What follows belongs to an exercise in optimizing a design on an open flow for small area, a short achievable clock period and few clock cycles per item; a production flow would make more cautious choices.
At most, simulation tests tie the RTL to the original design; equivalence was not proved.
Power figures rest on the tool's default switching activity, not on a simulated workload.

north:
==> flow/design.v <==
module ex_muldiv_unit (
   input  logic        clk,
   input  logic        resetN,
   input  logic        startIn,
   input  logic [2:0]  func3,
   input  logic [31:0] reg1Value,
   input  logic [31:0] reg2Value,
   input  logic [4:0]  rd,
   input  logic        killIn,
   input  logic        stallIn,
   output logic        busyOut,
   output logic        doneOut,
   output logic [31:0] resultOut,
   output logic [4:0]  rdOut
);
   localparam logic [2:0] S_MUL = 3'd0, S_DIV = 3'd1, S_FIX = 3'd2, S_MOVE = 3'd4;
   logic [2:0]  state;
   logic [2:0]  op;
   logic [32:0] M;       
   logic [33:0] B;       
   logic        sb;      
   logic [63:0] acc;     
   logic [1:0]  adj;     
   logic [4:0]  cnt;     
   logic [5:0]  bsel;    
   logic        negq, negr;
   assign resultOut = acc[31:0];
   function automatic logic [32:0] neg33(input logic [32:0] x);
      neg33[0] = x[0];
      for (int i = 1; i < 33; i++)
         neg33[i] = x[i] ^ (|(x & ((33'd1 << i) - 33'd1)));
   endfunction
   function automatic logic [4:0] tpos(input logic [31:0] x);
      logic [31:0] v;
      logic [4:0]  q [32];
      for (int i = 0; i < 32; i++) begin v[i] = x[i]; q[i] = 5'd0; end
      for (int l = 0; l < 5; l++)
         for (int g = 0; g < (16 >> l); g++) begin
            q[g] = v[2*g+1] ? (q[2*g+1] | 5'(1 << l)) : q[2*g];
            v[g] = v[2*g+1] | v[2*g];
         end
      tpos = q[0];
   endfunction
   function automatic logic [31:0] lowmask(input logic [31:0] x);
      logic [31:0] m;
      m = x;
      for (int k = 1; k < 32; k = k * 2) m = m | (m >> k);
      lowmask = m;
   endfunction
   function automatic logic [16:0] digflags(input logic [32:0] x);
      logic [34:0] w;
      w = {x[32], x, 1'b0};
      digflags = '0;
      for (int i = 1; i < 17; i++)
         digflags[i] = (w[2*i +: 3] != 3'b000) && (w[2*i +: 3] != 3'b111);
   endfunction
   function automatic logic [8:0] pairmask(input logic [32:0] x);
      logic [17:0] f;
      logic [8:0]  pf, pm;
      f = {1'b0, digflags(x)};
      f[0] = 1'b1;
      for (int p = 0; p < 9; p++) pf[p] = f[2*p] | f[2*p+1];
      pm = pf;
      for (int k = 1; k < 9; k = k * 2) pm = pm | (pm >> k);
      pairmask = pm;
   endfunction
   function automatic logic [4:0] onehotwin(input logic [32:0] x, input logic [8:0] oh);
      logic [36:0] w;
      w = {{3{x[32]}}, x, 1'b0};
      onehotwin = '0;
      for (int p = 0; p < 9; p++)
         if (oh[p]) onehotwin = onehotwin | w[4*p +: 5];
   endfunction
   function automatic logic [3:0] ohenc(input logic [8:0] oh);
      ohenc = '0;
      for (int p = 0; p < 9; p++)
         if (oh[p]) ohenc = ohenc | 4'(p);
   endfunction
   function automatic logic [4:0] pairwin(input logic [32:0] x, input logic [3:0] p);
      logic [36:0] w;
      w = {{3{x[32]}}, x, 1'b0};
      pairwin = w[{p, 2'b00} +: 5];
   endfunction
   function automatic logic [5:0] bdec(input logic [4:0] w);
      logic [2:0] lo, hi;
      lo = w[2:0];
      hi = w[4:2];
      bdec = {hi[2] & ~(hi[1] & hi[0]), (hi == 3'b011) || (hi == 3'b100), hi[1] ^ hi[0],
              lo[2] & ~(lo[1] & lo[0]), (lo == 3'b011) || (lo == 3'b100), lo[1] ^ lo[0]};
   endfunction
   logic        s1, s2, sgn1, sgn2;
   logic [32:0] a_ext, b_ext, na;
   logic [8:0]  m1, m2, o1, o2;
   logic        swap;
   logic [3:0]  pStart;
   logic [32:0] mLoad, bLoad;
   logic [31:0] aDiv, bDiv;
   logic [4:0]  posA, posB;
   logic [5:0]  shDiv;
   logic        divLt;
   logic        early, bz, ovf;
   logic [31:0] earlyVal;
   always_comb begin
      s1 = (func3 != 3'd3) && (func3 != 3'd5) && (func3 != 3'd7);
      s2 = (func3 == 3'd0) || (func3 == 3'd1) || (func3 == 3'd4) || (func3 == 3'd6);
      sgn1 = s1 & reg1Value[31];
      sgn2 = s2 & reg2Value[31];
      a_ext = {sgn1, reg1Value};
      b_ext = {sgn2, reg2Value};
      na = neg33(a_ext);
      m1 = pairmask(a_ext);
      o1 = m1 & ~(m1 >> 1);
      m2 = pairmask(b_ext);
      o2 = m2 & ~(m2 >> 1);
      swap = |(m2 & ~m1);
      pStart = swap ? ohenc(o1) : ohenc(o2);
      aDiv  = sgn1 ? {~reg1Value[30:0], 1'b1} : reg1Value;
      bDiv  = sgn2 ? ~reg2Value : reg2Value;
      divLt = |(lowmask(bDiv) & ~lowmask(aDiv));
      posA  = tpos(aDiv);
      posB  = tpos(bDiv);
      shDiv = {1'b0, posA} - {1'b0, posB};
      if (func3[2]) begin
         mLoad = sgn1 ? na : a_ext;
         bLoad = b_ext;
      end else begin
         mLoad = swap ? b_ext : a_ext;
         bLoad = swap ? a_ext : b_ext;
      end
      bz    = reg2Value == '0;
      ovf   = !func3[0] && reg2Value == '1 && reg1Value == 32'h8000_0000;
      early = func3[2] && (bz || ovf || divLt);
      earlyVal[30:0] = func3[2] ? (func3[1] ? reg1Value[30:0] : {31{bz}}) : 31'd0;
      earlyVal[31]   = func3[2] && (func3[1] ? (reg1Value[31] && !ovf) : (bz || ovf));
   end
   logic        nLo, tLo, oLo, nHi, tHi, oHi;
   logic [34:0] ppLo, ppHi;
   logic [38:0] lowSum;
   logic [26:0] up, upInc, upDec, upNext;
   logic [63:0] mulNext;
   logic [33:0] diff, bAl;
   logic        ge;
   logic [31:0] remNext, quoNext;
   logic [32:0] negOut;
   always_comb begin
      {nHi, tHi, oHi, nLo, tLo, oLo} = bsel;
      ppLo    = (({35{tLo}} & {M[32], M, 1'b0}) | ({35{oLo}} & {{2{M[32]}}, M})) ^ {35{nLo}};
      ppHi    = (({35{tHi}} & {M[32], M, 1'b0}) | ({35{oHi}} & {{2{M[32]}}, M})) ^ {35{nHi}};
      lowSum  = {2'b00, acc[32:0], 1'b0, nHi, 1'b0, nLo}
              + {{2{ppHi[34]}}, ppHi, 2'b00} + {{4{ppLo[34]}}, ppLo};
      up      = acc[63:37];
      for (int i = 0; i < 27; i++) begin
         upInc[i] = up[i] ^ (&(up | ~((27'd1 << i) - 27'd1)));
         upDec[i] = up[i] ^ ~(|(up & ((27'd1 << i) - 27'd1)));
      end
      upNext  = (adj == 2'b01) ? upInc : (adj == 2'b11) ? upDec : up;
      mulNext = {upNext[22:0], acc[36:33], lowSum[36:0]};
      bAl     = B << cnt;
      if (~sb) bAl = bAl | ~({34{1'b1}} << cnt);
      diff    = {2'b00, M[31:0]} + bAl + {33'd0, ~sb};
      ge      = !diff[33];
      remNext = ge ? diff[31:0] : M[31:0];
      quoNext = {acc[30:0], ge};
      negOut  = neg33({1'b0, acc[31:0]});
   end
   always_ff @(posedge clk) begin
      if (!resetN) begin
         busyOut <= 1'b0;
         doneOut <= 1'b0;
      end else if (killIn) begin
         busyOut <= 1'b0;
         doneOut <= 1'b0;
      end else if (!busyOut && !doneOut) begin
         if (startIn) begin
            op    <= func3;
            rdOut <= rd;
            M     <= mLoad;
            B     <= {bLoad[32], bLoad} ^ {34{func3[2] & ~sgn2}};
            sb    <= sgn2;
            acc   <= {32'd0, earlyVal};
            adj   <= 2'b00;
            negq  <= sgn1 ^ sgn2;
            negr  <= sgn1;
            cnt   <= func3[2] ? (shDiv[5] ? 5'd0 : shDiv[4:0]) : {1'b0, pStart};
            bsel  <= swap ? bdec(onehotwin(a_ext, o1)) : bdec(onehotwin(b_ext, o2));
            if (early) begin
               doneOut <= 1'b1;
            end else begin
               busyOut <= 1'b1;
               state   <= func3[2] ? S_DIV : S_MUL;
            end
         end
      end else if (doneOut) begin
         if (!stallIn) doneOut <= 1'b0;
      end else begin
         case (state)
            S_MUL: begin
               acc  <= mulNext;
               adj  <= lowSum[38:37];
               cnt  <= cnt - 5'd1;
               bsel <= bdec(pairwin(B, cnt[3:0] - 4'd1));
               if (cnt == 5'd0) begin
                  if (op[1:0] == 2'd0) begin
                     busyOut <= 1'b0;
                     doneOut <= 1'b1;
                  end else begin
                     state <= S_MOVE;
                  end
               end
            end
            S_DIV: begin
               M[31:0]   <= remNext;
               acc[31:0] <= quoNext;
               cnt       <= cnt - 5'd1;
               if (cnt == 5'd0) begin
                  if (op[1]) acc[31:0] <= remNext;
                  if (op[1] ? negr : negq) begin
                     state <= S_FIX;
                  end else begin
                     busyOut <= 1'b0;
                     doneOut <= 1'b1;
                  end
               end
            end
            S_MOVE: begin
               busyOut   <= 1'b0;
               doneOut   <= 1'b1;
               acc[31:0] <= {upNext, acc[36:32]};
            end
            default: begin  
               busyOut   <= 1'b0;
               doneOut   <= 1'b1;
               acc[31:0] <= negOut[31:0];
            end
         endcase
      end
   end
endmodule
Settings: LEC_CHECK=0, ABC_AREA=1, CAP_MARGIN=0, CORE_MARGIN=2, CORE_UTILIZATION=40, GPL_TIMING_DRIVEN=1, PLACE_DENSITY=0.6, SETUP_SLACK_MARGIN=1.8, SLEW_MARGIN=0; clock period 6.0 ns.
standard.sh (not shown) runs the stock make flow with config.mk's settings and CLKGATE_MAP_FILE= SYNTH_SCRIPT=/design/flow/synth_recipe.tcl, a recipe that flattens the netlist after the stock synthesis.
==> flow/flow/run.sh <==
#!/bin/bash
# The standard layout, with buf_2 cells as the port buffers in place of the
# default pick. Make's full output goes to flow_make.log here; each ORFS step
# keeps its own log under orfs/logs.
set -euo pipefail
bash standard.sh 'BUFFER_PORTS_ARGS=-buffer_cell sky130_fd_sc_hd__buf_2' finish > flow_make.log 2>&1
Here is what was changed in the inputs of west compared with north.
--- a/flow/design.v
+++ b/flow/design.v
@@ -10,13 +10,13 @@
    input  logic        stallIn,
    output logic        busyOut,
    output logic        doneOut,
    output logic [31:0] resultOut,
    output logic [4:0]  rdOut
 );
-   localparam logic [2:0] S_MUL = 3'd0, S_DIV = 3'd1, S_FIX = 3'd2, S_MOVE = 3'd4;
+   localparam logic [2:0] S_MUL = 3'd0, S_DIV = 3'd1, S_FIX = 3'd2, S_DPREP = 3'd3, S_MOVE = 3'd4;
    logic [2:0]  state;
    logic [2:0]  op;
    logic [32:0] M;       
    logic [33:0] B;       
    logic        sb;      
    logic [63:0] acc;     
@@ -93,13 +93,12 @@
    logic [8:0]  m1, m2, o1, o2;
    logic        swap;
    logic [3:0]  pStart;
    logic [32:0] mLoad, bLoad;
    logic [31:0] aDiv, bDiv;
    logic [4:0]  posA, posB;
-   logic [5:0]  shDiv;
    logic        divLt;
    logic        early, bz, ovf;
    logic [31:0] earlyVal;
    always_comb begin
       s1 = (func3 != 3'd3) && (func3 != 3'd5) && (func3 != 3'd7);
       s2 = (func3 == 3'd0) || (func3 == 3'd1) || (func3 == 3'd4) || (func3 == 3'd6);
@@ -116,13 +115,12 @@
       pStart = swap ? ohenc(o1) : ohenc(o2);
       aDiv  = sgn1 ? {~reg1Value[30:0], 1'b1} : reg1Value;
       bDiv  = sgn2 ? ~reg2Value : reg2Value;
       divLt = |(lowmask(bDiv) & ~lowmask(aDiv));
       posA  = tpos(aDiv);
       posB  = tpos(bDiv);
-      shDiv = {1'b0, posA} - {1'b0, posB};
       if (func3[2]) begin
          mLoad = sgn1 ? na : a_ext;
          bLoad = b_ext;
       end else begin
          mLoad = swap ? b_ext : a_ext;
          bLoad = swap ? a_ext : b_ext;
@@ -135,13 +133,13 @@
    end
    logic        nLo, tLo, oLo, nHi, tHi, oHi;
    logic [34:0] ppLo, ppHi;
    logic [38:0] lowSum;
    logic [26:0] up, upInc, upDec, upNext;
    logic [63:0] mulNext;
-   logic [33:0] diff, bAl;
+   logic [33:0] diff;
    logic        ge;
    logic [31:0] remNext, quoNext;
    logic [32:0] negOut;
    always_comb begin
       {nHi, tHi, oHi, nLo, tLo, oLo} = bsel;
       ppLo    = (({35{tLo}} & {M[32], M, 1'b0}) | ({35{oLo}} & {{2{M[32]}}, M})) ^ {35{nLo}};
@@ -152,15 +150,13 @@
       for (int i = 0; i < 27; i++) begin
          upInc[i] = up[i] ^ (&(up | ~((27'd1 << i) - 27'd1)));
          upDec[i] = up[i] ^ ~(|(up & ((27'd1 << i) - 27'd1)));
       end
       upNext  = (adj == 2'b01) ? upInc : (adj == 2'b11) ? upDec : up;
       mulNext = {upNext[22:0], acc[36:33], lowSum[36:0]};
-      bAl     = B << cnt;
-      if (~sb) bAl = bAl | ~({34{1'b1}} << cnt);
-      diff    = {2'b00, M[31:0]} + bAl + {33'd0, ~sb};
+      diff    = {2'b00, M[31:0]} + B + {33'd0, ~sb};
       ge      = !diff[33];
       remNext = ge ? diff[31:0] : M[31:0];
       quoNext = {acc[30:0], ge};
       negOut  = neg33({1'b0, acc[31:0]});
    end
    always_ff @(posedge clk) begin
@@ -172,25 +168,26 @@
          doneOut <= 1'b0;
       end else if (!busyOut && !doneOut) begin
          if (startIn) begin
             op    <= func3;
             rdOut <= rd;
             M     <= mLoad;
-            B     <= {bLoad[32], bLoad} ^ {34{func3[2] & ~sgn2}};
+            B     <= {bLoad[32], bLoad};
             sb    <= sgn2;
             acc   <= {32'd0, earlyVal};
             adj   <= 2'b00;
             negq  <= sgn1 ^ sgn2;
             negr  <= sgn1;
-            cnt   <= func3[2] ? (shDiv[5] ? 5'd0 : shDiv[4:0]) : {1'b0, pStart};
-            bsel  <= swap ? bdec(onehotwin(a_ext, o1)) : bdec(onehotwin(b_ext, o2));
+            cnt   <= func3[2] ? posA : {1'b0, pStart};
+            bsel  <= func3[2] ? {1'b0, posB} :
+                     swap ? bdec(onehotwin(a_ext, o1)) : bdec(onehotwin(b_ext, o2));
             if (early) begin
                doneOut <= 1'b1;
             end else begin
                busyOut <= 1'b1;
-               state   <= func3[2] ? S_DIV : S_MUL;
+               state   <= func3[2] ? S_DPREP : S_MUL;
             end
          end
       end else if (doneOut) begin
          if (!stallIn) doneOut <= 1'b0;
       end else begin
          case (state)
@@ -208,23 +205,29 @@
                   end
                end
             end
             S_DIV: begin
                M[31:0]   <= remNext;
                acc[31:0] <= quoNext;
+               B         <= {B[33], B[33:1]};
                cnt       <= cnt - 5'd1;
                if (cnt == 5'd0) begin
                   if (op[1]) acc[31:0] <= remNext;
                   if (op[1] ? negr : negq) begin
                      state <= S_FIX;
                   end else begin
                      busyOut <= 1'b0;
                      doneOut <= 1'b1;
                   end
                end
             end
+            S_DPREP: begin
+               B     <= (B << (cnt - bsel[4:0])) ^ {34{~sb}};
+               cnt   <= cnt - bsel[4:0];
+               state <= S_DIV;
+            end
             S_MOVE: begin
                busyOut   <= 1'b0;
                doneOut   <= 1'b1;
                acc[31:0] <= {upNext, acc[36:32]};
             end
             default: begin  
### Flow results
- Changes observed in west relative to north: instance count on the critical path decreased by 23 relative to the old numbers, share of synthesized cell area in and, or, nand and nor gates decreased by 2.1 points relative to the old numbers, shortest period the worst path allows decreased by 0.21 ns relative to the old numbers, count of input and output buffers closely matched the old numbers, count of flip-flops and latches increased by about 0.6% relative to the old numbers.
- In west relative to north, sum of routed wire length over all layers had gone down by a few percent.
- Final cell area: west below north
- west ended with less final estimated routing congestion in global placement than north.
Testbench counts of west, summed over its fixed seeds: cycles 21,081, items 3,200.
Only the layout flow was run in north; the RTL was not checked for function there.

========
Setup of run D:
RTL: one of the versions met above, not the one the previous note started from.
Size: about 3800 cells after synthesis, ~160 flip-flops, about 24000 um^2 of cells after synthesis.
==> flow/config.mk <==
export PLATFORM = sky130hd
export DESIGN_NAME = ex_muldiv_unit
export DESIGN_NICKNAME = ex_muldiv_unit
export VERILOG_FILES = /design/flow/design.v
export SDC_FILE = /design/flow/constraint.sdc
export NUM_CORES = 4
export LEC_CHECK = 0
export ABC_AREA = 1
export CAP_MARGIN = 0
export CORE_MARGIN = 2
export CORE_UTILIZATION = 40
export GPL_TIMING_DRIVEN = 1
export PLACE_DENSITY = 0.6
export SETUP_SLACK_MARGIN = 1.95
export SLEW_MARGIN = 0
==> flow/constraint.sdc <==
create_clock -name core_clock -period 6.0 [get_ports {clk}]
set_input_delay 1.2000 -clock core_clock [delete_from_list [all_inputs] [get_ports {clk}]]
set_output_delay 1.2000 -clock core_clock [all_outputs]
set_load 0.01 [all_outputs]
Scripts as last shown in full above: flow/flow/run.sh
Testbench counts of run D, summed over its fixed seeds: cycles 21,081, items 3,200.
Setup changes, run D to run A
-- flow/design.v --
<<< run D, line 198
               bsel <= bdec(pairwin(B, cnt[3:0] - 4'd1));
               if (cnt == 5'd0) begin
                  if (op[1:0] == 2'd0) begin
                     busyOut <= 1'b0;
                     doneOut <= 1'b1;
>>> run A, line 198
               bsel <= bdec(pairwin(B, cnt[3:0] - 4'd1));
               if (cnt == 5'd0) begin
                  if (op[1:0] != 2'd0) acc[31:0] <= mulNext[63:32];
                  if (op[1:0] == 2'd0 || lowSum[38:37] == 2'b00) begin
                     busyOut <= 1'b0;
                     doneOut <= 1'b1;
### Flow results
- The higher global-route usage of run A and run D is in run A.
- Delta(relative max-transition margin, run A - run D) > 0
- Diff run D -> run A | maximum frequency | decrease of 6.3 MHz
- Minimum period implied by the final worst setup slack came out higher on run A than on run D.
- Going from run D to run A, combined area of the multi-input logic cells grew by more than 10%.
- [run A] routed wire length rose 17% relative to run D
- Ratio of cells with drive above 1 in the final layout, run A and run D: higher on run A
- Run D -> run A: reported leakage power increased by more than 10%
- Run A vs run D — clock share of power dropped 2.8 points.
- In the metrics for run A and run D, the one carrying the lower synthesized cell count is run D.
- Going from run D to run A, count of placed standard cells in the final layout, fillers left out picked up an extra 440; non-clock buffer count rose by about 14%.
- No stage failed in run A, and the final checks on the layout all came back clean.
For run A, only the layout was checked, not whether the RTL still works.

static timing again, ports no longer ideal:
No port has a modelled driver above. Below, the same layouts with a new extraction and two added sets of constraints.
Step 1 (the two cells are an assumption about what drives the block):
set clk [get_ports {clk}]
set_driving_cell -lib_cell sky130_fd_sc_hd__clkbuf_16 $clk
set_driving_cell -lib_cell sky130_fd_sc_hd__buf_2 [delete_from_list [all_inputs] $clk]
Step 2 adds t to the input delays and takes it off the output delays; t is the mean of the earliest and latest rising clock arrival at the registers after step 1. Input paths then give back, and output paths get back, about the clock's delay inside the block.
Slacks: ideal / step 1 / step 2; pairs: ideal / step 1.
run	t (ns)	setup WS [ns]	latest minus earliest clock arrival (ns)	slew at the worst register clock pin (ns)	pins driven straight from the clock port
north	0.538	1.556 / 1.556 / 1.353	0.021 / 0.020	0.08 / 0.08	1
west	0.557	1.765 / 1.803 / 1.246	0.016 / 0.016	0.08 / 0.08	1
run D	0.558	2.029 / 2.022 / 1.464	0.017 / 0.017	0.08 / 0.08	1
run A	0.566	1.927 / 1.927 / 1.481	0.029 / 0.029	0.09 / 0.09	1
After both steps every run listed still meets setup and hold. For run D, which loses most, drivers alone change the setup slack by -0.007 ns; drivers and shift together by -0.565 ns.
